This design comes from an exercise in tuning for small area on the open sky130 flow, not from production work. Function was checked by simulation only, so behaviour that the tests miss may differ from the original. Power and IR drop assume default switching activity. No driver is modelled on the clock port, so clocking that relies on it looks cheaper here than on a real chip.

==> flow/config.mk <==
export PLATFORM = sky130hd
export DESIGN_NAME = sram_1r1w_be_clr
export DESIGN_NICKNAME = sram_1r1w_be_clr
export VERILOG_FILES = /design/flow/design.v
export SDC_FILE = /design/flow/constraint.sdc
export NUM_CORES = 4
export LEC_CHECK = 0
export CAP_MARGIN = 20
export CORE_MARGIN = 2
export CORE_UTILIZATION = 40
export SLEW_MARGIN = 20
==> flow/constraint.sdc <==
create_clock -name core_clock -period 5.0 [get_ports {clk}]
set_input_delay 1.0000 -clock core_clock [delete_from_list [all_inputs] [get_ports {clk}]]
set_output_delay 1.0000 -clock core_clock [all_outputs]
set_load 0.01 [all_outputs]
==> flow/design.v <==
package sram_pkg;
  typedef enum logic {
    ST_IDLE  = 1'b0,
    ST_CLEAR = 1'b1
  } clr_state_e;
  localparam int BYTE_W = 8;
  function automatic logic [BYTE_W-1:0] be_merge(
    input logic [BYTE_W-1:0] old_byte,
    input logic [BYTE_W-1:0] new_byte,
    input logic              be
  );
    be_merge = be ? new_byte : old_byte;
  endfunction
endpackage
module sram_clr_seq
#(
  parameter int DEPTH  = 64,
  parameter int ADDR_W = $clog2(DEPTH)
) (
  input  logic              clk,
  input  logic              rst_n,
  input  logic              clr_req,
  output logic              clr_busy,
  output logic              clr_we,
  output logic [ADDR_W-1:0] clr_addr
);
  localparam logic [ADDR_W-1:0] LAST_ADDR = ADDR_W'(DEPTH - 1);
  sram_pkg::clr_state_e state;
  logic [ADDR_W-1:0] clr_ptr;
  always_ff @(posedge clk or negedge rst_n) begin
    if (!rst_n) begin
      state   <= sram_pkg::ST_CLEAR;
      clr_ptr <= '0;
    end else begin
      case (state)
        sram_pkg::ST_CLEAR: begin
          if (clr_ptr == LAST_ADDR) begin
            state   <= sram_pkg::ST_IDLE;
            clr_ptr <= '0;
          end else begin
            clr_ptr <= clr_ptr + ADDR_W'(1);
          end
        end
        default: begin
          if (clr_req) begin
            state   <= sram_pkg::ST_CLEAR;
            clr_ptr <= '0;
          end
        end
      endcase
    end
  end
  assign clr_busy = (state == sram_pkg::ST_CLEAR);
  assign clr_we   = (state == sram_pkg::ST_CLEAR);
  assign clr_addr = clr_ptr;
endmodule
module sram_1r1w_be_clr
#(
  parameter int                DATA_W  = 64,
  parameter int                DEPTH   = 64,
  parameter int                ADDR_W  = $clog2(DEPTH),
  parameter int                RD_LAT  = 1,
  parameter logic [DATA_W-1:0] CLR_VAL = '0
) (
  input  logic                       clk,
  input  logic                       rst_n,
  input  logic                       clr_req,
  output logic                       clr_busy,
  input  logic                       wr_en,
  input  logic [ADDR_W-1:0]          wr_addr,
  input  logic [DATA_W/sram_pkg::BYTE_W-1:0]   wr_be,
  input  logic [DATA_W-1:0]          wr_data,
  input  logic                       rd_en,
  input  logic [ADDR_W-1:0]          rd_addr,
  output logic                       rd_valid,
  output logic [DATA_W-1:0]          rd_data
);
  localparam int                NB      = DATA_W / sram_pkg::BYTE_W;
  localparam logic [ADDR_W:0]   DEPTH_L = (ADDR_W + 1)'(DEPTH);
  logic              clr_we;
  logic [ADDR_W-1:0] clr_addr;
  sram_clr_seq #(
    .DEPTH  (DEPTH),
    .ADDR_W (ADDR_W)
  ) u_clr_seq (
    .clk      (clk),
    .rst_n    (rst_n),
    .clr_req  (clr_req),
    .clr_busy (clr_busy),
    .clr_we   (clr_we),
    .clr_addr (clr_addr)
  );
  logic wr_in_range, rd_in_range, wr_fire, rd_fire, bypass;
  assign wr_in_range = ({1'b0, wr_addr} < DEPTH_L);
  assign rd_in_range = ({1'b0, rd_addr} < DEPTH_L);
  assign wr_fire     = wr_en && !clr_busy && wr_in_range;
  assign rd_fire     = rd_en && !clr_busy;
  assign bypass      = wr_fire && (wr_addr == rd_addr);
  logic [DATA_W-1:0] mem [DEPTH];
  always_ff @(posedge clk) begin
    if (clr_we) begin
      mem[clr_addr] <= CLR_VAL;
    end else if (wr_fire) begin
      for (int i = 0; i < NB; i++) begin
        if (wr_be[i]) mem[wr_addr][i*sram_pkg::BYTE_W +: sram_pkg::BYTE_W] <= wr_data[i*sram_pkg::BYTE_W +: sram_pkg::BYTE_W];
      end
    end
  end
  logic [DATA_W-1:0] rd_word;
  always_comb begin
    rd_word = CLR_VAL;
    if (rd_in_range) begin
      rd_word = mem[rd_addr];
      if (bypass) begin
        for (int i = 0; i < NB; i++) begin
          rd_word[i*sram_pkg::BYTE_W +: sram_pkg::BYTE_W] = sram_pkg::be_merge(mem[rd_addr][i*sram_pkg::BYTE_W +: sram_pkg::BYTE_W],
                                                 wr_data[i*sram_pkg::BYTE_W +: sram_pkg::BYTE_W], wr_be[i]);
        end
      end
    end
  end
  logic              s1_valid;
  logic [DATA_W-1:0] s1_data;
  always_ff @(posedge clk or negedge rst_n) begin
    if (!rst_n) begin
      s1_valid <= 1'b0;
      s1_data  <= '0;
    end else begin
      s1_valid <= rd_fire;
      if (rd_fire) s1_data <= rd_word;
    end
  end
  if (RD_LAT == 2) begin : g_lat2
    logic              s2_valid;
    logic [DATA_W-1:0] s2_data;
    always_ff @(posedge clk or negedge rst_n) begin
      if (!rst_n) begin
        s2_valid <= 1'b0;
        s2_data  <= '0;
      end else begin
        s2_valid <= s1_valid;
        if (s1_valid) s2_data <= s1_data;
      end
    end
    assign rd_valid = s2_valid;
    assign rd_data  = s2_data;
  end else begin : g_lat1
    assign rd_valid = s1_valid;
    assign rd_data  = s1_data;
  end
endmodule
==> flow/run.sh <==
#!/bin/bash
# synth_recipe.tcl (not shown) runs the flow's synth.tcl, then flattens the netlist and writes it again
# the make line also repeats each setting of config.mk as NAME=value (left out here)
make -C /OpenROAD-flow-scripts/flow DESIGN_CONFIG=/design/flow/config.mk WORK_HOME=/design/flow/orfs CLKGATE_MAP_FILE= SYNTH_SCRIPT=/design/flow/synth_recipe.tcl finish
==> key figures, run 1 <==
Route
  – WL final: around 480 mm
  – Pre-antenna DRT Iters: 8
  – Via Count: about 88000
  – Vias per inst: about 6
  – DRT antenna net count: 0
  – DR WL/cell: 31.65 µm
  – 1st-iter DRT viols: approximately 12000
  – Residual DRC: 0

Placement
  – Port bufs: 154
  – GPL Wtd Cong: between 0.9 and 1
  – DP Wirelength: 310.4 mm
  – Placed Instances: about 14000

Power and ir drop
  – Comb pwr share: 8.8%
  – Clock network power share: around 40%
  – Sequential Power Share: around half
  – Worst VDD drop: 0.3273 mV
  – P_int: 60.42 mW
  – PwrDens: 415.6 nW/µm²
  – P_leak: between 60 and 70 nW
  – Switching share of power: roughly a quarter
  – Sw Pwr: 18.42 mW

Run
  – Max-cap violation count: 0

Setup path
  – WP data required: between 5000 and 6000 ps
  – Setup crit end kind: register
  – Reg2Reg Setup Slack: ~1300 ps
  – Reg2reg path depth: 10
  – CP startpoint kind: input pin
  – Critical path arrival: ~5000 ps
  – Critical Path End: mem[29][19]
  – Reg2reg start: u_clr_seq.state
  – CP startpoint: wr_be[3]
  – Crit path kind: in -> reg
  – Crit-path max FO: 27
  – R2r endpoint: mem[29][19]

Logic synthesis
  – Mapped Nets: around 8600
  – Mapped Cells: 8555
  – Number of distinct library cells after synthesis: 44
  – #FFs+latches synth: roughly 4200
  – Synth Flop Type: edfxtp_1
  – Average size of a mapped cell: ~19 µm²
  – Ys async rst share: under 10%
  – Sequential-to-total area share from yosys stat: 76.90%
  – Synthesized cell area: approximately 160000 µm²
  – Post-synth EDFFs: just over 4000
  – Yosys warning count: 2

Floorplan
  – Die Y: about 640 µm
  – Die W: 640.9 µm
  – Die ar.: 410800 µm²
  – Starting Density: between 40 and 50%
  – FP Rows: approximately 230
  – Number of I/O pins: about 160
  – CORE AREA: 403500 µm²

Final layout
  – Commonest cells after routing, fill and taps aside: edfxtp_1 (4096), nor2_1 (523), mux2i_1 (512), mux4_2 (512), buf_4 (490)
  – Commonest non-fill, non-tap cell in the layout: edfxtp_1
  – Nets: ~9400
  – Multi-input logic area: 35580 µm²
  – Area grow syn2layout: 16.91%
  – Fill cells: around 34000
  – Register area: approximately 120000 µm²
  – Final Non-Filler Cells: between 15000 and 20000
  – Final core utilization: between 40% and 50%
  – Layout cells sized above 1: 23.83%

STA
  – Count of final setup violators: 0
  – Slew headroom: between 20% and 30%
  – Min cycle time layout: approximately 4500 ps
  – Final Hold Fails: 0
  – Final Max Slew Viols: 0
  – Peak Freq: roughly 0.22 GHz
  – Slew @ Worst Pin: 1166 ps
  – Final Cycle Share: 89.16%
  – Unrepaired setup endpoints after global routing: no
  – Setup Skew: approximately 41 ps

Clock network
  – CTS Buf Count: between 400 and 500
  – Clock root cell: clkbuf_16
  – CTS Buffer Depth: 4
  – TritonCTS Sinks: about 4200
  – Resize count post-CTS: 0
  – Htree depth: 5
  – Worst-path clk slew: roughly 60 ps
  – CTS tree: built
  – Later-pin clock latency in the skew report: 990 ps

GRT
  – Initial antenna violation count: 39
  – Met2 Use GR: approximately 36%
  – Grt met1 use: 30.94%
  – Largest net degree at the start of global routing: 100
  – GRT Util Overall: 22.72%
  – Vias in the first global route: ~87000
  – First-pass GRT wire length: ~660 mm
  – Met3 Resource Use GR: under 10%
  – GR peak layer: met2
  – Global route overflow: 0

Outcome
  – Status: timing/DRC/antenna clean

Worst hold path
  – HP Class: in -> async
## worst min-delay path by stage
stage / from / to / slack (ps) / cells after the start
2_1_floorplan: u_clr_seq.clr_ptr[3] / u_clr_seq.clr_ptr[3] / 500 / 1
3_3_place_gp: s1_data[54] / s1_data[54] / 470 / 2
3_5_place_dp: s1_data[54] / s1_data[54] / 480 / 2
4_1_cts: rst_n / s1_data[26] / 350 / 2
5_1_grt: rst_n / s1_data[26] / 430 / 2
6_report: rst_n / s1_data[26] / 410 / 2
## critical path: stages
cell and delay [ps]:
clkdlybuf4s50_1 680, buf_4 290, nor4_1 580, a21oi_4 150
buf_12 200, mux2_2 260, buf_12 190, nand4_1 790
buf_4 580, nor2_1 130, buf_4 190
## metrics by stage
| step | setup TNS, ps | hold slack (ps) | cell area [µm²] | total power [mW] | setup slack, ps |
|---|---|---|---|---|---|
| after global placement | -66040 | 472.1 | 176000 | 48.16 | -427.1 |
| final | 0 | 410.9 | 189700 | 78.84 | 541.8 |
| after CTS | 0 | 345.7 | 189700 | 79.20 | 630.6 |
| after detailed placement | -68520 | 480.8 | 176000 | 48.31 | -417.6 |
| after floorplan | 0 | 501.1 | 162300 | 44.62 | 1535 |
| after global routing | 0 | 428.5 | 189700 | 80.98 | 463.0 |
## routing by layer
| layer | up-vias | routed length, µm |
|---|---|---|
| met1 | 46000 | 187500 |
| met3 | 753 | 48100 |
| met4 | 14 | 17880 |
| met5 | - | 102 |
| met2 | 4492 | 222200 |
| li1 | 36450 | - |
## cell usage after synthesis, drive strengths merged (10+ instances only)
cell type     n  share of area (%)
a211oi      128               0.59
a21oi        15              0.049
a22oi       256                1.2
a31oi        61               0.24
a32oi        64               0.35
and2        110               0.42
and3         10              0.039
buf         236               0.68
clkbuf      304               0.70
dfrtp        71                1.1
edfxtp     4096                 76
mux2        389                2.7
mux2i       521                3.2
mux4        512                7.1
nand2       153               0.35
nand2b       16              0.062
nand3        68               0.21
nand4        78               0.40
nor2        528                1.2
nor2b       131               0.51
nor3        129               0.40
o21ai       138               0.43
o22ai       384                1.5
o31ai        64               0.30
or4          64               0.30
## cell families after synthesis
group / after synthesis / synth area share (%)
flip-flops: 4168 / 76.90
multiplexers: 1422 / 13.05
AND/OR/NAND/NOR: 1298 / 3.971
AO/OA/AOI/OAI: 1116 / 4.635
buffers and inverters: 542 / 1.392
XOR/XNOR: 8 / 0.04318
adder cells (fa/ha/maj): 1 / 0.007709
## layout make-up
class,instances,share of cell area [%]
multi-input combinational,3845,18.75
antenna,26,0.03429
timing repair buffer,827,4.694
tap,5405,3.564
clock inverter,231,1.344
inverter,2,0.005276
sequential,4168,65.78
clock buffer,528,5.828
## what timing repair did
action	in CTS	in global routing
hold buffers	1	0
hold endpoints to repair	8	0
setup buffers	0	0
## flip-flops by register name, indices dropped and copies added (netlist names)
register           count
mem                 4096
s1_data               64
s1_valid               1
u_clr_seq.clr_ptr      6
u_clr_seq.state        1
## power by group through the flow
| stage | registers, mW | logic (mW) | clock network, mW |
|---|---|---|---|
| after floorplan | 41.1 | 3.48 | 0 |
| after global placement | 41.4 | 6.80 | 0 |
| after detailed placement | 41.4 | 6.90 | 0 |
| after CTS | 40.7 | 6.92 | 31.6 |
| after global routing | 40.8 | 7.28 | 32.9 |
| final | 40.7 | 6.97 | 31.2 |
==> run 2, diff against run 1 <==
==> flow/design.v (replaced) <==
package sram_pkg;
  localparam int BYTE_W = 8;
endpackage
module sram_1r1w_be_clr
#(
  parameter int                DATA_W  = 64,
  parameter int                DEPTH   = 64,
  parameter int                ADDR_W  = $clog2(DEPTH),
  parameter int                RD_LAT  = 1,
  parameter logic [DATA_W-1:0] CLR_VAL = '0
) (
  input  logic                       clk,
  input  logic                       rst_n,
  input  logic                       clr_req,
  output logic                       clr_busy,
  input  logic                       wr_en,
  input  logic [ADDR_W-1:0]          wr_addr,
  input  logic [DATA_W/8-1:0]        wr_be,
  input  logic [DATA_W-1:0]          wr_data,
  input  logic                       rd_en,
  input  logic [ADDR_W-1:0]          rd_addr,
  output logic                       rd_valid,
  output logic [DATA_W-1:0]          rd_data
);
  localparam int NB = DATA_W / 8;
  logic              busy;
  logic [ADDR_W-1:0] clr_ptr;
  logic              ph;
  always_ff @(posedge clk or negedge rst_n) begin
    if (!rst_n) begin
      busy    <= 1'b1;
      clr_ptr <= '0;
      ph      <= 1'b0;
    end else begin
      ph <= ~ph;
      if (busy) begin
        clr_ptr <= clr_ptr + ADDR_W'(1);
        if (clr_ptr == ADDR_W'(DEPTH - 1)) busy <= 1'b0;
      end else if (clr_req) begin
        busy <= 1'b1;
      end
    end
  end
  assign clr_busy = busy;
  logic [ADDR_W-1:0] wa;
  logic              we;
  logic [NB-1:0]     wbe;
  logic [DATA_W-1:0] wcol;
  assign wa  = busy ? clr_ptr : wr_addr;
  assign we  = busy | wr_en;
  assign wbe = busy ? {NB{1'b1}} : wr_be;
  for (genvar c = 0; c < DATA_W; c++) begin : g_wcol
    assign wcol[c] = busy ? (CLR_VAL[c] ^ ph) : (wr_be[c/8] ? (wr_data[c] ^ ph) : 1'b1);
  end
  logic [DATA_W-1:0] mem [DEPTH];
  for (genvar r = 0; r < DEPTH; r++) begin : g_row
    logic              keep;
    logic [DATA_W-1:0] q, d;
    assign keep = ~(we && (wa == ADDR_W'(r)));
    for (genvar b = 0; b < NB; b++) begin : g_byte
      logic ld;
      assign ld = ~keep & wbe[b];
      for (genvar i = 0; i < 8; i++) begin : g_bit
        sram_oai22 u_cell (.a1(q[8*b+i]), .a2(ld), .b1(wcol[8*b+i]), .b2(keep), .y(d[8*b+i]));
      end
    end
    always_ff @(posedge clk) q <= d;
    assign mem[r] = q;
  end
  logic [ADDR_W-1:0] ra_q;
  logic              rv_q;
  always_ff @(posedge clk) ra_q <= rd_addr;
  always_ff @(posedge clk or negedge rst_n) begin
    if (!rst_n) rv_q <= 1'b0;
    else        rv_q <= rd_en & ~busy;
  end
  logic [DEPTH-1:0] sel_n;
  for (genvar r = 0; r < DEPTH; r++) begin : g_sel
    assign sel_n[r] = ~(ra_q == ADDR_W'(r));
  end
  for (genvar c = 0; c < DATA_W; c++) begin : g_rcol
    logic [DEPTH/2-1:0] h;    
    for (genvar k = 0; k < DEPTH/2; k++) begin : g_l1
      sram_oai22 u_oai (.a1(mem[2*k][c]), .a2(sel_n[2*k]), .b1(mem[2*k+1][c]), .b2(sel_n[2*k+1]), .y(h[k]));
    end
    sram_rd_or u_or (.h(h), .ph(ph), .y(rd_data[c]));
  end
  assign rd_valid = rv_q;
endmodule
module sram_oai22 (
  input  logic a1, a2, b1, b2,
  output logic y
);
  assign y = ~((a1 | a2) & (b1 | b2));
endmodule
module sram_rd_or #(
  parameter int N = 32
) (
  input  logic [N-1:0] h,
  input  logic         ph,
  output logic         y
);
  assign y = ~(|h) ^ ph;
endmodule
--- a/flow/config.mk
+++ b/flow/config.mk
@@ -7,2 +7,3 @@
 export LEC_CHECK = 0
+export ABC_CLOCK_PERIOD_IN_PS = 5000
 export CAP_MARGIN = 20
@@ -10,2 +11,5 @@
 export CORE_UTILIZATION = 40
+export CTS_BUF_LIST = sky130_fd_sc_hd__clkbuf_4 sky130_fd_sc_hd__clkbuf_8
+export CTS_CLUSTER_SIZE = 30
 export SLEW_MARGIN = 20
+export SYNTH_HIERARCHICAL = 1
==> run 2 against run 1 <==
Now fails the layout checks on negative setup slack. Worst setup slack worse by 1100 ps. Area after synthesis is 19% lower. Count of clock-buffer cells in the layout grew 520. Die area shrank 19%. Critical endpoint is now rd_data[25].
==> key figures, run 2 <==
Final layout
  – Commonest cells after routing, fill and taps aside: o22ai_1 (5890), dfxtp_1 (4096), clkbuf_8 (834), buf_4 (638), nor3_1 (364)
  – Largest regs: g_row.q x4096, clr_ptr x6, ra_q x6
  – Nets: roughly 14000
  – Area grow syn2layout: 34.35%
  – Layout cells sized above 1: 23.98%
  – Commonest non-fill, non-tap cell in the layout: o22ai_1
  – Final core utilization: a little over half
  – Final Non-Filler Cells: between 15000 and 20000
  – Max reg flops: just over 4000
  – Biggest register: g_row.q

GRT
  – Largest net degree at the start of global routing: 82
  – Global route overflow: 0
  – First-pass GRT wire length: between 900 and 1000 mm
  – Initial antenna violation count: 46
  – Vias in the first global route: roughly 130k
  – GRT Util Overall: between 30% and 40%

Floorplan
  – CORE AREA: 327700 µm²
  – Die Y: roughly 580 µm
  – FP Rows: 210
  – Starting Density: roughly two fifths
  – Die ar.: approximately 330000 µm²
  – Number of I/O pins: between 150 and 200
  – Die W: about 580 µm

Setup path
  – CP startpoint: ra_q[3]
  – Setup crit end kind: primary output
  – Critical path arrival: around 4600 ps
  – WP data required: 4000 ps
  – Crit path kind: reg -> out
  – Crit-path max FO: 7
  – CP startpoint kind: register
  – Reg2reg start: busy

Logic synthesis
  – Synth top cells by count: o22ai_1 (6147), dfxtp_1 (4102), nor4_1 (449), nor3_1 (422), nor2_1 (178)
  – Ranking of synthesized cells by area: dfxtp_1 (62%), o22ai_1 (29%), nor4_1 (2.1%)
  – Synth Flop Type: dfxtp_1
  – Post-synth EDFFs: 0
  – Number of distinct library cells after synthesis: 39
  – Mapped Nets: 12200
  – #FFs+latches synth: approximately 4100
  – Synth top area share: 62.31%
  – Yosys warning count: 9
  – Post-synth top area cell: dfxtp_1
  – Sequential-to-total area share from yosys stat: between 60% and 70%
  – Average size of a mapped cell: about 11 µm²
  – Mapped Cells: ~12000
  – Synthesized cell area: between 100000 and 150000 µm²
  – Most frequent cell after synthesis: o22ai_1
  – Ys async rst share: less than 1%

STA
  – Setup ws final: -563.1 ps
  – Slew headroom: 9.863%
  – Slew @ Worst Pin: 1352 ps
  – Setup Skew: just under 100 ps
  – Final Max Slew Viols: 0
  – Unrepaired setup endpoints after global routing: yes
  – Peak Freq: between 0.15 and 0.2 GHz
  – Min cycle time layout: between 5000 and 6000 ps
  – Final Hold Fails: 0
  – Count of final setup violators: 64
  – Final Cycle Share: 111.3%

Outcome
  – Status: complete, but fails checks
  – Fail Reasons: negative setup slack

Power and ir drop
  – P_leak: ~66 nW
  – Final Power: between 100 and 150 mW
  – PwrDens: 670.3 nW/µm²
  – Worst VDD drop: 0.4394 mV

Placement
  – DP Wirelength: between 300 and 400 mm
  – GPL Wtd Cong: a little under 1
  – Placed Instances: between 15000 and 20000
  – Port bufs: ~150

Route
  – DRT antenna net count: 0
  – Residual DRC: 0
  – WL final: ~700 mm
  – Via Count: 138000
  – 1st-iter DRT viols: ~20000
  – Pre-antenna DRT Iters: 9
  – Vias per inst: between 7 and 8
  – DR WL/cell: 37.26 µm

Clock network
  – Clock root cell: clkbuf_8
  – CTS Buf Count: 652
  – Later-pin clock latency in the skew report: 1340 ps
  – Worst-path clk slew: roughly 80 ps
  – CTS tree: built
  – CTS Buffer Depth: 4
  – TritonCTS Sinks: just over 4000
  – Cts hold-fix bufs: 0
  – Htree depth: 6

Worst hold path
  – HP Class: in -> async

Run
  – Max-cap violation count: 0
==> run 2: kinds of logic (layout without fill, tap and decap cells) <==
logic type | Yosys count | in the layout | share of synthesized area, %
other cells | 0 | 39 | 0
buf+inv | 202 | 2598 | 0.7348
simple gates | 1409 | 1409 | 6.207
compound gates | 6257 | 6257 | 29.62
mux | 65 | 65 | 0.4946
xor+xnor | 69 | 69 | 0.4585
flops | 4111 | 4111 | 62.48
fa+ha+maj | 1 | 1 | 0.009492
==> run 2: metal layers <==
metal  up-vias  part of all wire (%)  global-route usage, %
li1      55560                     -                      -
met1     67220                    34                  45.21
met2     11750                    41                  57.43
met3      3504                    14                  13.57
met4        12                    11                  36.04
met5         -                 0.025                0.05672
==> run 2: worst max-delay path, cell delays in order (launching register included) <==
cell,delay (ps)
dfxtp_4,360
buf_8,140
nand2_8,90
nor3_4,70
buf_12,150
nand2_8,100
buf_12,170
buf_16,150
o22ai_1,120
nor4_2,390
nand4_1,400
buf_4,290
nor2_4,250
buf_6,160
xor2_2,180
buf_2,170
==> run 2: report_power, final <==
part           internal [mW]  switching, mW  leakage (nW)  total (mW)
Clock                   17.3           14.3          7.69        31.6
Sequential              49.6           9.59          35.3        59.2
Combinational           11.7           16.2          22.6        27.9
Total                   78.6           40.0          65.5         119
==> run 2: layout make-up <==
type | instances | area, µm²
Fill cell | 27350 | 150600
Sequential cell | 4111 | 82370
Multi-Input combinational cell | 7801 | 55950
Timing Repair Buffer | 1427 | 18730
Clock buffer | 1048 | 13080
Tap cell | 4346 | 5438
Clock inverter | 121 | 1393
Antenna cell | 39 | 97.59
Inverter | 2 | 7.507
==> run 2: stage by stage <==
stage	area [µm²]	setup WS (ps)	setup TNS (ps)	hold WS [ps]
floorplan	132000	483.8	0	422.5
global placement	148000	-419.2	-1853	429.4
detailed placement	148200	-165.8	-1042	437.7
CTS	173300	-305.9	-9645	37.44
global route	177000	-442.1	-18530	84.57
finish	177100	-563.1	-23180	53.93
==> run 2: modules after synthesis, one instance, submodules excluded <==
module | flip-flops and latches | cells inside
sram_rd_or | 0 | 12
sram_oai22 | 0 | 1
sram_1r1w_be_clr | 4111 | 5202
==> run 2: what timing repair did <==
| action | CTS | global route |
|---|---|---|
| gates cloned | 102 | 19 |
| resized for setup | 1278 | 303 |
| setup endpoints to repair | 64 | 64 |
| pin swaps | 374 | 185 |
| buffers inserted | 251 | 142 |
==> run 2: path summary, 6_finish.rpt <==
check | depth (start not counted) | to | slack, ps
hold reg to reg | 1 | g_row[62].q[38] | 440
setup / recovery | 15 | rd_data[25] | -560
min in group core_clock | 2 | rv_q | 290
setup reg to reg | 5 | g_row[34].q[21] | 810
max in group asynchronous | 1 | ph | 4580
hold / removal | 1 | rv_q | 50
==> run 3, diff against run 2 <==
--- a/flow/config.mk
+++ b/flow/config.mk
@@ -11,4 +11,2 @@
 export CORE_UTILIZATION = 40
-export CTS_BUF_LIST = sky130_fd_sc_hd__clkbuf_4 sky130_fd_sc_hd__clkbuf_8
-export CTS_CLUSTER_SIZE = 30
 export SLEW_MARGIN = 20
==> run 3 against run 2 <==
Still fails the layout checks on negative setup slack. Area after synthesis did not move. Via count fell by 3.8%. Final cell count fell by 3.7%. Sequential share of layout area rose by 2.0 points. Maximum frequency rose by 7.4%.
==> key figures, run 3 <==
Power and ir drop
  – Clock network power share: between 20% and 30%
  – P_int: roughly 80 mW
  – Worst VDD drop: between 0.4 and 0.5 mV
  – PwrDens: 696.5 nW/µm²
  – Sequential Power Share: approximately half
  – Switching share of power: about a third
  – Sw Pwr: between 30 and 40 mW
  – Comb pwr share: a little under a quarter
  – P_leak: 62.25 nW

Route
  – DRT antenna net count: 0
  – Via Count: ~130k
  – Residual DRC: 0
  – DR WL/cell: ~36 µm
  – Pre-antenna DRT Iters: 8
  – Vias per inst: between 7 and 8
  – 1st-iter DRT viols: around 18000
  – WL final: 661.0 mm

Setup path
  – WP data required: about 4000 ps
  – Cell mode on critical path: buf_4
  – Crit-path max FO: 10
  – Delay-heaviest family, CP: simple AND/OR/NAND/NOR gates
  – Critical path arrival: 4180 ps
  – CP max-delay cell: nor4_2
  – Bufs and invs on worst path: 6
  – Max incr delay on CP: between 400 and 500 ps
  – Setup crit end kind: primary output
  – Critical path cell sequence: buf_6 > nand2b_4 > nor2_4 > nand2_4 > buf_16 > buf_8 > o22ai_1 > nor4_2 > nand4_1 > buf_4 > nor2_2 > buf_4 > xor2_2 > buf_2
  – CP startpoint kind: register
  – Crit path kind: reg -> out

Clock network
  – Worst-path clk slew: roughly 70 ps
  – Htree depth: 5
  – Clock root cell: clkbuf_16
  – TritonCTS Sinks: just over 4000
  – CTS tree: built
  – CTS Buffer Depth: 4
  – Later-pin clock latency in the skew report: 1010 ps
  – CTS Buf Count: 411

Final layout
  – Max reg flops: a little over 4000
  – Area grow syn2layout: 28.79%
  – Nets: approximately 14000
  – Layout cells sized above 1: ~18%
  – Biggest register: g_row.q
  – Final core utilization: 51.81%
  – Commonest non-fill, non-tap cell in the layout: o22ai_1
  – Commonest cells after routing, fill and taps aside: o22ai_1 (6089), dfxtp_1 (4096), buf_4 (577), clkbuf_16 (431), nor3_1 (363)
  – Largest regs: g_row.q x4096, clr_ptr x6, ra_q x6

Logic synthesis
  – Most frequent cell after synthesis: o22ai_1
  – Mapped Cells: 12110
  – Sequential-to-total area share from yosys stat: a little over three fifths
  – Mapped Nets: 12200
  – Synth top cells by count: o22ai_1 (6147), dfxtp_1 (4102), nor4_1 (449), nor3_1 (422), nor2_1 (178)
  – Synthesized cell area: between 100000 and 150000 µm²
  – Post-synth top area cell: dfxtp_1
  – Ranking of synthesized cells by area: dfxtp_1 (62%), o22ai_1 (29%), nor4_1 (2.1%)
  – Ys async rst share: less than 1%
  – Post-synth EDFFs: 0
  – #FFs+latches synth: approximately 4100
  – Synth top area share: just over 60%
  – Number of distinct library cells after synthesis: 39
  – Synth Flop Type: dfxtp_1
  – Average size of a mapped cell: 10.88 µm²
  – Yosys warning count: 9

Placement
  – DP Wirelength: ~400 mm
  – Place WS: -165.8 ps
  – Port bufs: between 150 and 200
  – GPL Wtd Cong: ~0.97

STA
  – Slew @ Worst Pin: around 1300 ps
  – Final Cycle Share: 103.6%
  – Slew headroom: 10.80%
  – Count of final setup violators: 31
  – Peak Freq: between 0.15 and 0.2 GHz
  – Unrepaired setup endpoints after global routing: yes
  – Min cycle time layout: 5179 ps
  – Final Max Slew Viols: 0
  – Setup Skew: approximately 55 ps
  – Setup ws final: -178.7 ps
  – Final Hold Fails: 0
  – Hold Slack: 358.2 ps

GRT
  – Vias in the first global route: roughly 130k
  – GRT Util Overall: approximately 37%
  – Initial antenna violation count: 32
  – Global route overflow: 0
  – First-pass GRT wire length: 910.7 mm
  – Largest net degree at the start of global routing: 82

Floorplan
  – Die W: about 580 µm
  – Die ar.: 334100 µm²
  – CORE AREA: about 330000 µm²
  – Starting Density: about two fifths
  – FP Rows: 210
  – Die Y: a little under 600 µm
  – Number of I/O pins: between 150 and 200

Run
  – Max-cap violation count: 0

Outcome
  – Status: complete, but fails checks
  – Fail Reasons: negative setup slack

Worst hold path
  – HP Class: in -> async
-- run 3: cell counts after synthesis --
Identical to the previous run, type by type.
-- run 3: per-layer routing --
layer | up-vias | track usage [%] | share of wire, %
met3 | 2835 | 11.71 | 13
met4 | 22 | 32.27 | 11
li1 | 54340 | - | -
met2 | 10060 | 54.96 | 42
met1 | 65490 | 43.75 | 35
met5 | - | 0 | 0.045
-- run 3: final cells by class --
class,count,area [µm²]
clock buffer,595,12070
sequential,4111,82370
tap,4346,5438
multi-input combinational,7801,53300
inverter,2,7.507
fill,28000,157900
antenna,25,62.56
clock inverter,155,2100
timing repair buffer,1165,14390
-- run 3: Yosys stat by module, one instance, submodules excluded --
module,times used,cells,cell area [µm²]
sram_1r1w_be_clr,1,5202,88160
sram_oai22,6144,1,6.256
sram_rd_or,64,12,81.33
-- run 3: logic make-up after synthesis --
family,Yosys count,synth area share (%)
and+or+nand+nor,1409,6.207
DFF,4111,62.48
muxes,65,0.4946
adders and majority gates,1,0.009492
xor gates and xnor gates,69,0.4585
buffers and inverters,202,0.7348
AOI/OAI and AO/OA,6257,29.62
-- run 3: final timing paths --
path	startpoint	endpoint	slack, ps	depth (start not counted)
max in group asynchronous	rst_n	ph	4280	1
min reg2reg	g_row[28].q[23]	g_row[28].q[23]	440	1
min in group core_clock	g_row[28].q[23]	g_row[28].q[23]	440	1
max reg2reg	busy	g_row[16].q[26]	930	4
max	ra_q[1]	rd_data[12]	-180	14
min	rst_n	rv_q	360	1
-- run 3: through the flow --
stage               area (µm²)  TNS, ps  instances  power [mW]
floorplan               132000        0      12110       72.05
detailed placement      148200    -1042      17200       84.29
finish                  169700    -1891      18200       118.2
CTS                     167900   -691.9      18110       116.4
global route            169700    -1003      18180       122.1
global placement        148000    -1853      17200       82.21
-- run 3: what timing repair did --
action                                  4_1_cts  5_1_grt
endpoints found under the setup margin       64       62
hold buffers                                  0        0
pin swaps                                   247      156
resized for setup                           731      182
buffers inserted                            108       47
gates cloned                                 58       17
-- run 3: power by group through the flow --
stage               sequential [mW]  clock (mW)  combinational (mW)
global placement               57.8           0                24.4
global route                   60.3        33.7                28.1
CTS                            58.2        32.3                25.9
detailed placement             58.7           0                25.6
floorplan                      56.4           0                15.7
finish                         58.6        32.3                27.3
==> run 4, diff against run 3 <==
--- a/flow/design.v
+++ b/flow/design.v
@@ -69,5 +69,5 @@
   end
-  logic [ADDR_W-1:0] ra_q;
   logic              rv_q;
-  always_ff @(posedge clk) ra_q <= rd_addr;
+  logic [DATA_W-1:0] rd_q;
+  logic [NB-1:0]     byp;
   always_ff @(posedge clk or negedge rst_n) begin
@@ -76,6 +76,10 @@
   end
+  for (genvar b = 0; b < NB; b++) begin : g_byp
+    assign byp[b] = wr_en & ~busy & (wr_addr == rd_addr) & wr_be[b];
+  end
   logic [DEPTH-1:0] sel_n;
   for (genvar r = 0; r < DEPTH; r++) begin : g_sel
-    assign sel_n[r] = ~(ra_q == ADDR_W'(r));
+    assign sel_n[r] = ~(rd_addr == ADDR_W'(r));
   end
+  logic [DATA_W-1:0] rd_word;
   for (genvar c = 0; c < DATA_W; c++) begin : g_rcol
@@ -85,5 +89,7 @@
     end
-    sram_rd_or u_or (.h(h), .ph(ph), .y(rd_data[c]));
+    sram_rd_col u_col (.h(h), .ph(ph), .byp(byp[c/8]), .wd(wr_data[c]), .y(rd_word[c]));
   end
+  always_ff @(posedge clk) rd_q <= rd_word;
   assign rd_valid = rv_q;
+  assign rd_data  = rd_q;
 endmodule
@@ -95,3 +101,3 @@
 endmodule
-module sram_rd_or #(
+module sram_rd_col #(
   parameter int N = 32
@@ -100,5 +106,7 @@
   input  logic         ph,
+  input  logic         byp,
+  input  logic         wd,
   output logic         y
 );
-  assign y = ~(|h) ^ ph;
+  assign y = byp ? wd : (~(|h) ^ ph);
 endmodule
--- a/flow/config.mk
+++ b/flow/config.mk
@@ -10,3 +10,3 @@
 export CORE_MARGIN = 2
-export CORE_UTILIZATION = 40
+export CORE_UTILIZATION = 55
 export SLEW_MARGIN = 20
==> run 4 against run 3 <==
Now clean on timing, DRC and antenna. Maximum frequency up 9.0%. Final cell count fell by 6.1%. Sequential share of layout area rose by 2.5 points. Critical path type is now in -> reg.
==> key figures, run 4 <==
Logic synthesis
  – Ranking of synthesized cells by area: dfxtp_1 (62%), o22ai_1 (29%), nor4_1 (2.1%)
  – Sequential-to-total area share from yosys stat: roughly 62%
  – Mapped Nets: about 12000
  – Mapped Cells: around 12000
  – Synth top cells by count: o22ai_1 (6147), dfxtp_1 (4160), nor4_1 (457), nor3_1 (422), nand2_1 (136)
  – Post-synth EDFFs: 0
  – Synth top area share: between 60% and 70%
  – Yosys warning count: 9
  – Synthesized cell area: ~130000 µm²
  – Post-synth top area cell: dfxtp_1
  – Average size of a mapped cell: around 11 µm²
  – Number of distinct library cells after synthesis: 44
  – Ys async rst share: less than 1%
  – #FFs+latches synth: approximately 4200
  – Most frequent cell after synthesis: o22ai_1
  – Synth Flop Type: dfxtp_1

Final layout
  – Area grow syn2layout: 22.06%
  – Post-route cell area: 163600 µm²
  – Layout cells sized above 1: between 10% and 20%
  – Commonest non-fill, non-tap cell in the layout: o22ai_1
  – Fill cells: approximately 18000
  – Nets: about 14000
  – Final core utilization: around two thirds
  – Commonest cells after routing, fill and taps aside: o22ai_1 (6144), dfxtp_1 (4160), buf_4 (536), nor4_1 (443), clkbuf_16 (424)
  – Biggest register: g_row.q
  – Max reg flops: 4096
  – Largest regs: g_row.q x4096, rd_q x64, clr_ptr x6
  – Final Non-Filler Cells: roughly 17000

Clock network
  – Later-pin clock latency in the skew report: approximately 1000 ps
  – CTS tree: built
  – Clock root cell: clkbuf_16
  – CTS Buffer Depth: 4
  – Post-CTS setup buffer count: 0
  – Resize count post-CTS: 0
  – Worst-path clk slew: 70 ps
  – Cts hold-fix bufs: 0
  – CTS Buf Count: 418
  – TritonCTS Sinks: between 4000 and 5000
  – Htree depth: 5

Route
  – Residual DRC: 0
  – 1st-iter DRT viols: 19860
  – Pre-antenna DRT Iters: 9
  – Vias per inst: ~7.8
  – WL final: between 600 and 700 mm
  – Via Count: between 100k and 150k
  – DRT antenna net count: 0
  – DR WL/cell: approximately 37 µm

STA
  – Slew @ Worst Pin: around 1300 ps
  – Count of final setup violators: 0
  – Setup_tns: 0 ps
  – Final Max Slew Viols: 0
  – Slew headroom: between 10% and 20%
  – Min cycle time layout: between 4000 and 5000 ps
  – Unrepaired setup endpoints after global routing: no
  – Hold Slack: between 300 and 400 ps
  – Setup ws final: 250.5 ps
  – Final Hold Fails: 0
  – Setup Skew: ~80 ps
  – Peak Freq: about 0.21 GHz
  – Final Cycle Share: about 95%

Power and ir drop
  – PwrDens: 724.9 nW/µm²
  – Comb pwr share: between 20% and 30%
  – Final Power: about 120 mW
  – P_int: between 80 and 90 mW
  – P_leak: about 60 nW
  – Sw Pwr: around 38 mW
  – Worst VDD drop: 0.4853 mV
  – Clock network power share: 27.1%
  – Sequential Power Share: roughly 50%
  – Switching share of power: between 30% and 40%

Setup path
  – Max incr delay on CP: roughly 860 ps
  – Critical path arrival: approximately 5700 ps
  – CP startpoint kind: input pin
  – CP max-delay cell: clkdlybuf4s50_1
  – Setup crit end kind: register
  – Reg2Reg Setup Slack: between 500 and 600 ps
  – Crit-path max FO: 33
  – CP startpoint: rd_addr[0]
  – Reg2reg path depth: 6
  – R2r endpoint: g_row[18].q[32]
  – Reg2reg start: busy
  – Crit path kind: in -> reg
  – Critical path cell sequence: clkdlybuf4s50_1 > nand2b_1 > nor2_1 > nand2_4 > o22ai_1 > nor4_1 > nand4_1 > or4_1 > nand3_1
  – WP data required: roughly 5900 ps

Outcome
  – Status: timing/DRC/antenna clean

Floorplan
  – FP Rows: 181
  – CORE AREA: 242800 µm²
  – Die W: ~500 µm
  – Number of I/O pins: around 160
  – Die ar.: between 200000 and 250000 µm²
  – Die Y: around 500 µm
  – Starting Density: 55.21%

Worst hold path
  – HP Class: in -> async

Placement
  – Placed Instances: 16300
  – GPL Wtd Cong: approximately 1.0
  – DP Area: 149000 µm²
  – Place WS: -367.6 ps
  – Port bufs: between 150 and 200
  – DP Wirelength: approximately 410 mm

GRT
  – GRT Util Overall: between 40% and 50%
  – First-pass GRT wire length: 886.9 mm
  – Global route overflow: 0
  – Vias in the first global route: 126600
  – Initial antenna violation count: 42
  – Largest net degree at the start of global routing: 113

Run
  – Max-cap violation count: 0
run 4: changes by cell type after synthesis, moves of 58 or more:
cell     delta
nor2b_1    +64
or4_1      +64
nand3_1    +64
nand2_1    +65
dfxtp_1    +58
nor2_1     -65
xor2_1     -63
o21ai_0    +64
run 4: per-layer routing:
metal	track usage [%]	wire length (µm)	up-vias
li1	-	-	54990
met1	60.70	226500	65370
met2	67.81	254800	11020
met3	16.52	88590	2713
met4	37.43	57850	28
met5	0	217	-
run 4: cell type report:
cell class | instances | area, µm² | area share [%]
flip-flops and latches | 4169 | 83510 | 51.04
multi-input cells | 8010 | 51880 | 31.71
clock buffers | 603 | 12360 | 7.557
repair buffers | 921 | 10020 | 6.127
well taps | 3202 | 4006 | 2.449
clock inverters | 138 | 1690 | 1.033
diodes | 34 | 85.08 | 0.05200
inverters | 12 | 45.04 | 0.02753
run 4: worst max-delay path by stage:
stage                     end  slack [ps]
2_1_floorplan  g_row[0].q[10]          90
3_3_place_gp         rd_q[16]        -380
6_report             rd_q[16]         250
4_1_cts              rd_q[16]         700
5_1_grt              rd_q[16]         460
3_5_place_dp         rd_q[16]        -370
run 4: worst max-delay path: cells and delay by family:
| kind | cells | cell delay, ps |
|---|---|---|
| AOI/OAI and AO/OA | 1 | 290 |
| and+or+nand+nor | 7 | 3480 |
| buffers and inverters | 1 | 860 |
run 4: logic make-up after synthesis:
group                      count (synthesis)  synth area share [%]
buffers and inverters                    214                0.7169
muxes                                     65                0.4863
xor gates and xnor gates                   9               0.05881
and+or+nand+nor                         1612                 7.047
AOI/OAI and AO/OA                       6323                 29.38
DFF                                     4169                 62.30
adders and majority gates                  1              0.009333
run 4: power groups by stage:
| stage | registers [mW] | clock network, mW | logic, mW |
|---|---|---|---|
| 3_3_place_gp | 59.2 | 0 | 24.0 |
| 6_report | 59.8 | 32.1 | 26.7 |
| 5_1_grt | 61.5 | 33.4 | 27.5 |
| 4_1_cts | 59.4 | 32.0 | 25.3 |
| 2_1_floorplan | 57.3 | 0 | 15.4 |
| 3_5_place_dp | 59.9 | 0 | 25.3 |
run 4: modules after synthesis, one instance, submodules excluded:
module	times used	cells	flip-flops and latches	area, µm²
sram_oai22	6144	1	0	6.256
sram_1r1w_be_clr	1	5289	4169	89430
sram_rd_col	64	15	0	96.34
==> run 5, diff against run 4 <==
--- a/flow/design.v
+++ b/flow/design.v
@@ -46,7 +46,12 @@
   logic              we;
-  logic [NB-1:0]     wbe;
+  logic [NB-1:0]     wbe_n;
   logic [DATA_W-1:0] wcol;
-  assign wa  = busy ? clr_ptr : wr_addr;
-  assign we  = busy | wr_en;
-  assign wbe = busy ? {NB{1'b1}} : wr_be;
+  logic [7:0]        whi, wlo;
+  assign wa    = busy ? clr_ptr : wr_addr;
+  assign we    = busy | wr_en;
+  assign wbe_n = ~(wr_be | {NB{busy}});
+  for (genvar i = 0; i < 8; i++) begin : g_wdec
+    assign whi[i] = we & (wa[5:3] == 3'(i));
+    assign wlo[i] = (wa[2:0] == 3'(i));
+  end
   for (genvar c = 0; c < DATA_W; c++) begin : g_wcol
@@ -58,6 +63,6 @@
     logic [DATA_W-1:0] q, d;
-    assign keep = ~(we && (wa == ADDR_W'(r)));
+    sram_nand2 u_keep (.a(whi[r/8]), .b(wlo[r%8]), .y(keep));
     for (genvar b = 0; b < NB; b++) begin : g_byte
       logic ld;
-      assign ld = ~keep & wbe[b];
+      sram_nor2 u_ld (.a(keep), .b(wbe_n[b]), .y(ld));
       for (genvar i = 0; i < 8; i++) begin : g_bit
@@ -79,5 +84,10 @@
   end
+  logic [7:0]       rhi, rlo;
   logic [DEPTH-1:0] sel_n;
+  for (genvar i = 0; i < 8; i++) begin : g_rdec
+    assign rhi[i] = (rd_addr[5:3] == 3'(i));
+    assign rlo[i] = (rd_addr[2:0] == 3'(i));
+  end
   for (genvar r = 0; r < DEPTH; r++) begin : g_sel
-    assign sel_n[r] = ~(rd_addr == ADDR_W'(r));
+    sram_nand2 u_sel (.a(rhi[r/8]), .b(rlo[r%8]), .y(sel_n[r]));
   end
@@ -94,2 +104,14 @@
   assign rd_data  = rd_q;
+endmodule
+module sram_nand2 (
+  input  logic a, b,
+  output logic y
+);
+  assign y = ~(a & b);
+endmodule
+module sram_nor2 (
+  input  logic a, b,
+  output logic y
+);
+  assign y = ~(a | b);
 endmodule
==> flow/flow/run.sh (new file) <==
#!/bin/bash
# Layout flow: the standard ORFS flow (standard.sh, unchanged synthesis),
# with these changes to how the layout is built:
#  - clock tree synthesis with larger sink clusters and no dummy loads;
#  - port buffers of the smallest buffer cell.
# Each run's full output goes to a log file in the work folder; ORFS also keeps
# its per-step logs under orfs/logs/.
set -euo pipefail
export CTS_ARGS="-sink_clustering_enable -repair_clock_nets -dont_use_dummy_load -sink_clustering_size 28 -sink_clustering_max_diameter 100"
export BUFFER_PORTS_ARGS="-buffer_cell sky130_fd_sc_hd__buf_2"
bash standard.sh synth > flow_synth.log 2>&1
bash standard.sh > flow_layout.log 2>&1
==> flow/standard.sh (new file) <==
#!/bin/bash
# synth_recipe.tcl (not shown) runs the flow's synth.tcl, then flattens the netlist and writes it again
# the make line also repeats each setting of config.mk as NAME=value (left out here)
make -C /OpenROAD-flow-scripts/flow DESIGN_CONFIG=/design/flow/config.mk WORK_HOME=/design/flow/orfs CLKGATE_MAP_FILE= SYNTH_SCRIPT=/design/flow/synth_recipe.tcl "${@:-finish}"
removed: flow/run.sh
==> run 5 against run 4 <==
Still clean. Via count fell by 6.0%. Register-to-register slack gained 650 ps. Flip-flop and latch count stayed put. Non-clock buffer count shrank 103. Global-route usage fell by 3.4 points. Count of clock-buffer cells in the layout decreased by 436. Synthesized cell count is 1.6% lower. Area after synthesis down 1.2%. Worst setup slack improved by 430 ps. Final cell count shrank 4.4%. Cell area fell by 9.0%. Routed wire length down 8.4%. Highest routed layer unchanged.
==> key figures, run 5 <==
Outcome
  – Status: timing/DRC/antenna clean

Logic synthesis
  – Post-synth top area cell: dfxtp_1
  – Mapped Nets: 12290
  – Simple-gate share of the synthesized area: roughly 6.5%
  – Multiplexer share of the synthesized area: less than 1%
  – Average size of a mapped cell: 10.86 µm²
  – Mapped Cells: about 12000
  – Synthesized cell area: 132400 µm²
  – Synth top area share: 62.91%
  – Synth Flop Type: dfxtp_1
  – Post-synth EDFFs: 0
  – Synth top cells by count: o22ai_1 (6144), dfxtp_1 (4160), nor2_1 (543), nor4_1 (448), nand2_1 (210)
  – Synth Area in Compound Gates: between 20% and 30%
  – Post-Synth XOR/XNOR Area: less than 1%
  – Sequential-to-total area share from yosys stat: between 60% and 70%
  – Most frequent cell after synthesis: o22ai_1
  – #FFs+latches synth: approximately 4200
  – Post-Synth Adder-Cell Area: less than 1%
  – Largest family of logic cells by synthesized area: compound AO/OA/AOI/OAI gates
  – Yosys warning count: 9
  – Number of distinct library cells after synthesis: 40
  – Ranking of synthesized cells by area: dfxtp_1 (63%), o22ai_1 (29%), nor4_1 (2.1%)
  – Ys async rst share: less than 1%

Route
  – DR WL/cell: between 30 and 40 µm
  – Vias per inst: ~7.7
  – WL final: between 500 and 600 mm
  – DRT antenna net count: 0
  – 1st-iter DRT viols: 17870
  – Residual DRC: 0
  – Via Count: approximately 130k
  – Pre-antenna DRT Iters: 7

Setup path
  – Crit-path max FO: 28
  – CP startpoint kind: input pin
  – Setup crit end kind: register
  – Reg2reg start: busy
  – Critical path arrival: slightly above 5000 ps
  – Crit path kind: in -> reg
  – CP startpoint: rd_addr[2]
  – WP data required: between 5000 and 6000 ps

STA
  – Count of final setup violators: 0
  – Slew headroom: a little over an eighth
  – Unrepaired setup endpoints after global routing: no
  – Slew @ Worst Pin: approximately 1300 ps
  – Min cycle time layout: approximately 4300 ps
  – Setup Skew: about 56 ps
  – Final Cycle Share: approximately 86%
  – Setup_tns: 0 ps
  – Final Hold Fails: 0
  – Final Max Slew Viols: 0
  – Peak Freq: ~0.23 GHz

Clock network
  – CTS Buffer Depth: 3
  – Clock root cell: clkbuf_16
  – CTS tree: built
  – Later-pin clock latency in the skew report: roughly 870 ps
  – Resize count post-CTS: 0
  – Worst-path clk slew: about 100 ps
  – TritonCTS Sinks: ~4200
  – Htree depth: 4
  – CTS Buf Count: 167

Floorplan
  – Starting Density: between 50% and 60%
  – CORE AREA: around 240000 µm²
  – Die Y: slightly below 500 µm
  – FP Rows: 180
  – Number of I/O pins: roughly 160
  – Die W: a little under 500 µm
  – Die ar.: 244600 µm²

Power and ir drop
  – P_leak: roughly 56 nW
  – PwrDens: between 600 and 700 nW/µm²
  – Worst VDD drop: between 0.3 and 0.4 mV

Run
  – Max-cap violation count: 0

Placement
  – DP Wirelength: between 300 and 400 mm
  – DP Area: about 140000 µm²
  – Port bufs: between 150 and 200
  – GPL Wtd Cong: ~0.98

Final layout
  – Area grow syn2layout: 12.51%
  – Layout cells sized above 1: 9.718%
  – Register area: between 80000 and 90000 µm²
  – Largest regs: g_row.q x4096, rd_q x64, clr_ptr x6
  – Max reg flops: roughly 4100
  – Nets: 13230
  – Fill cells: about 20000
  – Biggest register: g_row.q
  – Post-route cell area: 148900 µm²
  – Multi-input logic area: around 50000 µm²
  – Commonest cells after routing, fill and taps aside: o22ai_1 (6144), dfxtp_1 (4160), buf_4 (583), nor2_1 (535), nor4_1 (448)
  – Commonest non-fill, non-tap cell in the layout: o22ai_1

GRT
  – Global route overflow: 0
  – Initial antenna violation count: 31
  – GRT Util Overall: roughly 45%
  – Vias in the first global route: ~120k
  – First-pass GRT wire length: a little over 800 mm
  – Largest net degree at the start of global routing: 98

Worst hold path
  – Hold_sp: rd_en
  – HP Class: in -> reg
## run 5: cell count changes after synthesis, sizes merged, moves of 60 or more
cell / before / now
nor2: 116 / 543
nor3: 424 / 12
buf: 122 / 38
clkbuf: 80 / 1
nand2: 136 / 210
or3: 60 / 0
## run 5: cells by family after synthesis
family,count (synthesis)
compound gates,6284
mux,66
buf+inv,47
fa+ha+maj,1
xor+xnor,11
flops,4169
simple gates,1617
## run 5: critical path, stage by stage
cell and delay [ps]:
buf_2 300, nor3b_2 220, buf_4 220, nand2_4 440, buf_4 400, o22ai_1 130
nor4_1 1090, nand4_1 550, or4_1 550, nand3_1 90
## run 5: timing repair
item                      4_1_cts  5_1_grt
hold buffers                    1        0
hold endpoints to repair        8        0
buffers inserted                0        0
## run 5: Yosys stat by module, one instance, submodules excluded
module / area, µm² / cells / times used
sram_rd_col: 96.34 / 15 / 64
sram_nand2: 3.754 / 1 / 128
sram_nor2: 3.754 / 1 / 512
sram_oai22: 6.256 / 1 / 6144
sram_1r1w_be_clr: 85380 / 4451 / 1
## run 5: path summary, 6_finish.rpt
| path | slack [ps] | cells after the start | end |
|---|---|---|---|
| setup reg to reg | 1190 | 8 | g_row[31].q[55] |
| setup / recovery | 680 | 10 | rd_q[7] |
| hold reg to reg | 450 | 1 | g_row[45].q[9] |
| min in group asynchronous | 530 | 2 | rv_q |
| max in group asynchronous | 4180 | 2 | busy |
| hold / removal | 340 | 2 | rv_q |
## run 5: stage by stage
step           utilization (%)  setup WS (ps)  hold WS, ps  total power [mW]  instances
2_1_floorplan                -          173.0        422.5             70.72      12200
3_3_place_gp             60.32          63.80        429.6             77.40      16160
3_5_place_dp             60.33          69.85        437.7             79.19      16160
4_1_cts                  62.08          980.2        313.5             94.54      16330
5_1_grt                  62.09          891.9        333.9             99.55      16330
6_report                 62.10          683.0        337.6             95.49      16340
## run 5: where the power goes
| part | total (mW) | switching [mW] | leakage [nW] | internal (mW) |
|---|---|---|---|---|
| registers | 59.1 | 9.03 | 35.8 | 50.1 |
| clock network | 16.1 | 10.1 | 2.06 | 6.03 |
| logic | 20.2 | 10.5 | 18.3 | 9.74 |
## run 5: final cells by class
class	instances	share of cell area [%]
Clock buffer	167	2.806
Antenna cell	16	0.02688
Inverter	8	0.02016
Tap cell	3185	2.676
Timing Repair Buffer	818	4.538
Multi-Input combinational cell	7979	33.86
Sequential cell	4169	56.07
## run 5: per-layer routing
layer | track usage, % | up-vias | part of all wire [%]
met1 | 57.74 | 62320 | 37
li1 | - | 53290 | -
met4 | 33.56 | 22 | 8.8
met5 | 0 | - | 0.025
met3 | 11.67 | 1778 | 12
met2 | 64.80 | 8625 | 42
==> run 6, diff against run 5 <==
--- a/flow/config.mk
+++ b/flow/config.mk
@@ -10,3 +10,4 @@
 export CORE_MARGIN = 2
-export CORE_UTILIZATION = 55
+export CORE_UTILIZATION = 68
+export PLACE_DENSITY = 0.78
 export SLEW_MARGIN = 20
==> run 6 against run 5 <==
Non-clock buffer count decreased by 78. Worst hold slack improved by 28 ps. Routed wire length decreased by 5.1%. Global-route usage increased by 7.7 points. Via count increased by 2.8%. Area after synthesis unchanged. Maximum frequency increased by 5.5%. Die area decreased by 19%. Register-to-register slack got worse by 280 ps. Largest power group unchanged. Highest routed layer unchanged.
==> key figures, run 6 <==
Clock network
  – CTS tree: built
  – Clock root cell: clkbuf_16
  – Htree depth: 4
  – CTS Buffer Depth: 3
  – TritonCTS Sinks: 4169
  – CTS Buf Count: about 170
  – Worst-path clk slew: ~110 ps
  – Later-pin clock latency in the skew report: 910 ps
  – Post-CTS setup buffer count: 0

Route
  – DR WL/cell: around 35 µm
  – Pre-antenna DRT Iters: 12
  – WL final: 546.1 mm
  – Vias per inst: just over 8
  – Via Count: around 130k
  – Residual DRC: 0
  – DRT antenna net count: 0
  – 1st-iter DRT viols: between 20000 and 25000

Setup path
  – Crit-path max FO: 43
  – CP max-delay cell: nor2_1
  – Setup crit end kind: register
  – R2r endpoint: g_row[47].q[61]
  – WP data required: ~5700 ps
  – Critical path arrival: about 4800 ps
  – Reg2Reg Setup Slack: just over 900 ps
  – Critical path cell sequence: buf_4 > a31oi_1 > nor2_1 > buf_4 > nand2_4 > nor2_1 > o22ai_1
  – Crit path kind: reg -> reg
  – Bufs and invs on worst path: 2
  – CP startpoint kind: register
  – Reg2reg start: busy
  – Reg2reg path depth: 7
  – Delay-heaviest family, CP: simple AND/OR/NAND/NOR gates
  – Max incr delay on CP: slightly above 800 ps

STA
  – Peak Freq: 0.2444 GHz
  – Setup ws final: approximately 910 ps
  – Final Hold Fails: 0
  – Slew headroom: between 15 and 20%
  – Slew @ Worst Pin: between 1000 and 1500 ps
  – Final Cycle Share: between 80 and 90%
  – Final Max Slew Viols: 0
  – Unrepaired setup endpoints after global routing: no
  – Count of final setup violators: 0
  – Min cycle time layout: 4091 ps
  – Setup Skew: about 42 ps
  – Setup_tns: 0 ps
  – Hold Slack: between 300 and 400 ps

Floorplan
  – Number of I/O pins: between 150 and 200
  – Starting Density: about two thirds
  – CORE AREA: 193000 µm²
  – Die ar.: 198200 µm²
  – FP Rows: ~160
  – Die W: roughly 450 µm
  – Die Y: ~450 µm

GRT
  – GRT Util Overall: between 50% and 60%
  – Largest net degree at the start of global routing: just under 200
  – Global route overflow: 0
  – Vias in the first global route: roughly 120k
  – First-pass GRT wire length: between 700 and 800 mm
  – Initial antenna violation count: 31

Logic synthesis
  – Synthesized cell area: between 100000 and 150000 µm²
  – Yosys warning count: 9
  – Synth Flop Type: dfxtp_1
  – Synth top cells by count: o22ai_1 (6144), dfxtp_1 (4160), nor2_1 (543), nor4_1 (448), nand2_1 (210)
  – Post-synth top area cell: dfxtp_1
  – Number of distinct library cells after synthesis: 40
  – Mapped Nets: about 12000
  – Ranking of synthesized cells by area: dfxtp_1 (63%), o22ai_1 (29%), nor4_1 (2.1%)
  – Mapped Cells: roughly 12000
  – Average size of a mapped cell: about 11 µm²
  – Sequential-to-total area share from yosys stat: between 60% and 70%
  – Post-synth EDFFs: 0
  – Ys async rst share: 0.2159%
  – Most frequent cell after synthesis: o22ai_1
  – Synth top area share: 62.91%
  – #FFs+latches synth: around 4200

Power and ir drop
  – Sequential Power Share: between 60 and 70%
  – Sw Pwr: about 30 mW
  – Clock network power share: 16.6%
  – P_leak: 55.61 nW
  – P_int: 65.75 mW
  – Worst VDD drop: 0.4306 mV
  – Comb pwr share: approximately a fifth
  – Final Power: approximately 96 mW
  – PwrDens: roughly 650 nW/µm²
  – Switching share of power: about a third

Final layout
  – Commonest cells after routing, fill and taps aside: o22ai_1 (6144), dfxtp_1 (4160), nor2_1 (533), buf_4 (521), nor4_1 (448)
  – Final Non-Filler Cells: approximately 16000
  – Final core utilization: 76.34%
  – Post-route cell area: 147300 µm²
  – Area grow syn2layout: 11.28%
  – Nets: ~13000
  – Commonest non-fill, non-tap cell in the layout: o22ai_1
  – Largest regs: g_row.q x4096, rd_q x64, clr_ptr x6
  – Layout cells sized above 1: a little under a tenth
  – Max reg flops: between 4000 and 5000
  – Biggest register: g_row.q

Worst hold path
  – Hold EP: rd_q[57]
  – Hold_sp: wr_data[57]
  – Worst Hold Depth: 3
  – HP Class: in -> reg

Outcome
  – Status: timing/DRC/antenna clean

Run
  – Max-cap violation count: 0

Placement
  – GPL Wtd Cong: roughly 1.0
  – Placed Instances: about 15000
  – DP Area: between 100000 and 150000 µm²
  – Place WS: 484.0 ps
  – Port bufs: about 150
  – DP Wirelength: between 300 and 400 mm
==> run 6: cell counts after synthesis <==
No cell type changed its count.
==> run 6: cells by family after synthesis <==
| group | after synthesis | share of synthesized area (%) |
|---|---|---|
| adder cells (fa/ha/maj) | 1 | 0.009450 |
| AND/OR/NAND/NOR | 1617 | 6.533 |
| buffers and inverters | 47 | 0.2089 |
| AO/OA/AOI/OAI | 6284 | 29.59 |
| XOR/XNOR | 11 | 0.08412 |
| flip-flops | 4169 | 63.08 |
| multiplexers | 66 | 0.5009 |
==> run 6: Yosys stat by module (local to each module, per instance) <==
| module | cells inside | copies in the design |
|---|---|---|
| sram_1r1w_be_clr | 4451 | 1 |
| sram_nand2 | 1 | 128 |
| sram_nor2 | 1 | 512 |
| sram_oai22 | 1 | 6144 |
| sram_rd_col | 15 | 64 |
==> run 6: worst max path at each step <==
stage,from,end,slack [ps],cells after the start
4_1_cts,busy,g_row[42].q[16],1210,8
3_3_place_gp,rd_addr[2],rd_q[24],530,9
6_report,busy,g_row[47].q[61],910,7
2_1_floorplan,ph,g_row[0].q[10],170,5
5_1_grt,busy,g_row[47].q[19],970,7
3_5_place_dp,rd_addr[2],rd_q[27],480,9
==> run 6: power by group through the flow <==
stage               clock network [mW]  logic (mW)  registers [mW]
floorplan                            0        13.5            57.2
global placement                     0        18.1            58.8
detailed placement                   0        19.4            59.7
CTS                               15.7        19.3            59.1
global route                      16.8        21.3            61.1
finish                            15.9        20.3            59.6
==> run 6: cell type report <==
type                       count  area, µm²
timing repair buffer         740       5991
antenna                       30      75.07
fill                       13170      45660
multi-input combinational   7979      50400
clock buffer                 166       4154
tap                         2526       3161
sequential                  4169      83510
inverter                       8      30.03
==> run 6: timing repair <==
item	CTS	global route
hold buffers	1	0
gates resized for setup	0	0
endpoints found under the hold margin	8	0
==> run 6: worst register-to-register path: stages, from the launching register on <==
cell     delay (ps)
dfstp_2         660
buf_4           410
a31oi_1         290
nor2_1          690
buf_4           310
nand2_4         470
nor2_1          860
o22ai_1         230
==> run 6: layer usage <==
layer	vias to the layer above	global-route usage, %	part of all wire, %
met3	3126	20.74	16
met4	30	45.24	11
met2	11870	73.74	40
li1	53160	-	-
met1	61330	62.83	33
met5	-	0.7570	0.10
==> run 7, diff against run 6 <==
--- a/flow/config.mk
+++ b/flow/config.mk
@@ -8,7 +8,6 @@
 export ABC_CLOCK_PERIOD_IN_PS = 5000
-export CAP_MARGIN = 20
+export CAP_MARGIN = 5
 export CORE_MARGIN = 2
-export CORE_UTILIZATION = 68
-export PLACE_DENSITY = 0.78
-export SLEW_MARGIN = 20
+export CORE_UTILIZATION = 60
+export SLEW_MARGIN = 5
 export SYNTH_HIERARCHICAL = 1
==> run 7 against run 6 <==
Flip-flop and latch count unchanged. Highest routed layer unchanged. Worst hold slack worse by 340 ps. Still clean. Non-clock buffer count up 32. Total power down 0.15%. Clock skew up 9.0 ps. Die area up 13%. Register-to-register slack better by 80 ps. Synthesized cell count unchanged. Maximum frequency down 2.7%. Sequential share of layout area down 0.32 points. Core utilization down 8.8 points.
==> key figures, run 7 <==
Route
  – 1st-iter DRT viols: approximately 19000
  – Vias per inst: 7.983
  – Pre-antenna DRT Iters: 9
  – DRT antenna net count: 0
  – Via Count: approximately 130k
  – WL final: 563.2 mm
  – Residual DRC: 0
  – DR WL/cell: approximately 35 µm

STA
  – Final Hold Fails: 0
  – Slew @ Worst Pin: 1270 ps
  – Peak Freq: 0.2378 GHz
  – Hold Slack: 25.52 ps
  – Final Cycle Share: between 80% and 90%
  – Count of final setup violators: 0
  – Min cycle time layout: roughly 4200 ps
  – Unrepaired setup endpoints after global routing: no
  – Final Max Slew Viols: 0
  – Setup Skew: between 50 and 60 ps
  – Setup_tns: 0 ps
  – Slew headroom: between 10% and 20%

Floorplan
  – Number of I/O pins: 155
  – Starting Density: 60.31%
  – Die ar.: between 200000 and 250000 µm²
  – CORE AREA: 219500 µm²
  – Die Y: 473.7 µm
  – FP Rows: 172
  – Die W: approximately 470 µm

Logic synthesis
  – Most frequent cell after synthesis: o22ai_1
  – Post-synth top area cell: dfxtp_1
  – Yosys warning count: 9
  – Mapped Nets: between 10000 and 15000
  – Synth top area share: a little over three fifths
  – Ranking of synthesized cells by area: dfxtp_1 (63%), o22ai_1 (29%), nor4_1 (2.1%)
  – Post-synth EDFFs: 0
  – Mapped Cells: about 12000
  – Sequential-to-total area share from yosys stat: roughly 63%
  – #FFs+latches synth: ~4200
  – Synthesized cell area: around 130000 µm²
  – Average size of a mapped cell: 10.86 µm²
  – Synth top cells by count: o22ai_1 (6144), dfxtp_1 (4160), nor2_1 (543), nor4_1 (448), nand2_1 (210)
  – Ys async rst share: less than 1%
  – Synth Flop Type: dfxtp_1
  – Number of distinct library cells after synthesis: 40

GRT
  – Largest net degree at the start of global routing: 65
  – Initial antenna violation count: 43
  – Vias in the first global route: about 120k
  – First-pass GRT wire length: between 800 and 900 mm
  – GRT Util Overall: between 40% and 50%
  – Global route overflow: 0

Final layout
  – Max reg flops: around 4100
  – Biggest register: g_row.q
  – Layout cells sized above 1: about a tenth
  – Largest regs: g_row.q x4096, rd_q x64, clr_ptr x6
  – Commonest non-fill, non-tap cell in the layout: o22ai_1
  – Final Non-Filler Cells: 15990
  – Area grow syn2layout: 11.91%
  – Commonest cells after routing, fill and taps aside: o22ai_1 (6144), dfxtp_1 (4160), buf_4 (543), nor2_1 (535), nor4_1 (448)
  – Nets: between 10000 and 15000

Clock network
  – Later-pin clock latency in the skew report: between 800 and 900 ps
  – Post-CTS setup buffer count: 0
  – Htree depth: 4
  – Resize count post-CTS: 0
  – CTS Buffer Depth: 3
  – Clock root cell: clkbuf_16
  – CTS tree: built
  – CTS Buf Count: ~170
  – Worst-path clk slew: between 100 and 150 ps
  – Cts hold-fix bufs: 0
  – TritonCTS Sinks: ~4200

Setup path
  – Critical path arrival: around 5000 ps
  – Crit path kind: in -> reg
  – Max incr delay on CP: 850 ps
  – Critical path cell sequence: buf_2 > nor3b_2 > buf_4 > nand2_4 > buf_4 > o22ai_1 > nor4_1 > nand4_1 > or4_1 > nand3_1
  – Crit-path max FO: 30
  – Delay-heaviest family, CP: simple AND/OR/NAND/NOR gates
  – Bufs and invs on worst path: 3
  – WP data required: between 5000 and 6000 ps
  – Cell mode on critical path: buf_4
  – CP max-delay cell: nor4_1
  – Setup crit end kind: register
  – CP startpoint kind: input pin

Power and ir drop
  – PwrDens: around 650 nW/µm²
  – Worst VDD drop: roughly 0.43 mV
  – P_leak: around 56 nW

Placement
  – Port bufs: ~150
  – GPL Wtd Cong: around 1.0
  – DP Wirelength: roughly 370 mm
  – Placed Instances: about 16000

Worst hold path
  – HP Class: in -> async

Outcome
  – Status: timing/DRC/antenna clean

Run
  – Max-cap violation count: 0
run 7: cell counts after synthesis:
No cell type changed its count.
run 7: Yosys stat by module (local to each module, per instance):
module / flip-flops and latches / area (µm²) / copies in the design
sram_rd_col: 0 / 96.34 / 64
sram_nor2: 0 / 3.754 / 512
sram_1r1w_be_clr: 4169 / 85380 / 1
sram_oai22: 0 / 6.256 / 6144
sram_nand2: 0 / 3.754 / 128
run 7: per-layer routing:
metal	GRT usage [%]	share of wire, %
met1	60.07	36
met2	68.75	41
met3	14.10	14
met4	38.41	9.8
met5	0	0.020
run 7: final timing paths:
path                       slack [ps]  depth (start not counted)               to             from
setup / recovery                  800                         10          rd_q[0]       rd_addr[2]
hold / removal                     30                          1               ph            rst_n
setup reg to reg                  990                          7    g_row[6].q[1]             busy
hold reg to reg                   450                          1  g_row[26].q[62]  g_row[26].q[62]
max in group asynchronous        4660                          1             busy            rst_n
min in group core_clock           360                          2             rv_q            rd_en
run 7: layout make-up:
| type | instances | area, µm² |
|---|---|---|
| flip-flops and latches | 4169 | 83510 |
| fillers | 17040 | 71360 |
| multi-input cells | 7979 | 50440 |
| repair buffers | 772 | 6344 |
| clock buffers | 167 | 4179 |
| well taps | 2871 | 3592 |
| diodes | 19 | 47.55 |
| inverters | 8 | 30.03 |
run 7: metrics by stage:
step	area, µm²	power, mW	setup slack [ps]	util, %
floorplan	132400	70.72	173.0	-
global placement	143900	77.06	229.1	65.55
detailed placement	143900	79.09	263.3	65.56
CTS	148100	94.35	1130	67.46
global route	148100	99.42	968.1	67.48
finish	148100	95.63	795.3	67.49
run 7: kinds of logic after synthesis:
| logic type | count (synthesis) | synth area share (%) |
|---|---|---|
| AOI/OAI and AO/OA | 6284 | 29.59 |
| xor gates and xnor gates | 11 | 0.08412 |
| adders and majority gates | 1 | 0.009450 |
| buffers and inverters | 47 | 0.2089 |
| DFF | 4169 | 63.08 |
| muxes | 66 | 0.5009 |
| and+or+nand+nor | 1617 | 6.533 |
run 7: power by group:
part	total (mW)	internal (mW)	switching (mW)
combinational	20.3	9.67	10.7
sequential	59.2	50.1	9.10
clock	16.1	6.03	10.1
run 7: worst register-to-register path, stage by stage, from the launching register on:
cell and delay [ps]:
dfstp_2 920, buf_12 330, a22oi_1 230, nor2_1 410, buf_4 300, nand2_4 560
nor2_1 910, o22ai_1 200

afterwards: timing with drivers on the ports:
No port has a modelled driver above. Below, the same layouts with a new extraction and two added sets of constraints.
Step 1, drivers: a clkbuf_16 drives clk and a buf_2 each remaining input, both assumed.
Step 2 times the ports against the registers' clock, not the clock port: input delays grow and output delays shrink by t, the midpoint of the rising clock arrivals with the driver on.
a / b / c = no drivers / after step 1 / after step 2; a / b = the first two.
run	t (ns)	setup slack, ns	hold WS [ns]	worst register clock-pin slew, ns	pins driven straight from the clock port
run 1	1.071	0.542 / 0.620 / -0.450	0.411 / 0.335 / 0.488	0.07 / 0.07	1
run 2	1.361	-0.563 / -0.664 / 0.083	0.054 / -0.023 / 0.442	0.08 / 0.08	1
run 3	1.066	-0.179 / -0.281 / 0.339	0.358 / 0.280 / 0.442	0.07 / 0.07	1
run 4	1.080	0.250 / 0.322 / -0.758	0.397 / 0.332 / 0.441	0.07 / 0.07	1
run 5	0.964	0.683 / 0.653 / -0.311	0.338 / 0.245 / 0.448	0.11 / 0.11	1
run 6	0.988	0.909 / 0.909 / 0.134	0.366 / 0.292 / 0.449	0.11 / 0.11	1
run 7	0.970	0.795 / 0.839 / -0.131	0.026 / -0.057 / 0.447	0.12 / 0.12	1
With both steps, setup timing fails in run 1, run 4, run 5 and run 7, where it was met with ideal ports. The setup slack of run 4, which loses most, moves by +0.072 ns with the drivers and by -1.008 ns with both steps.
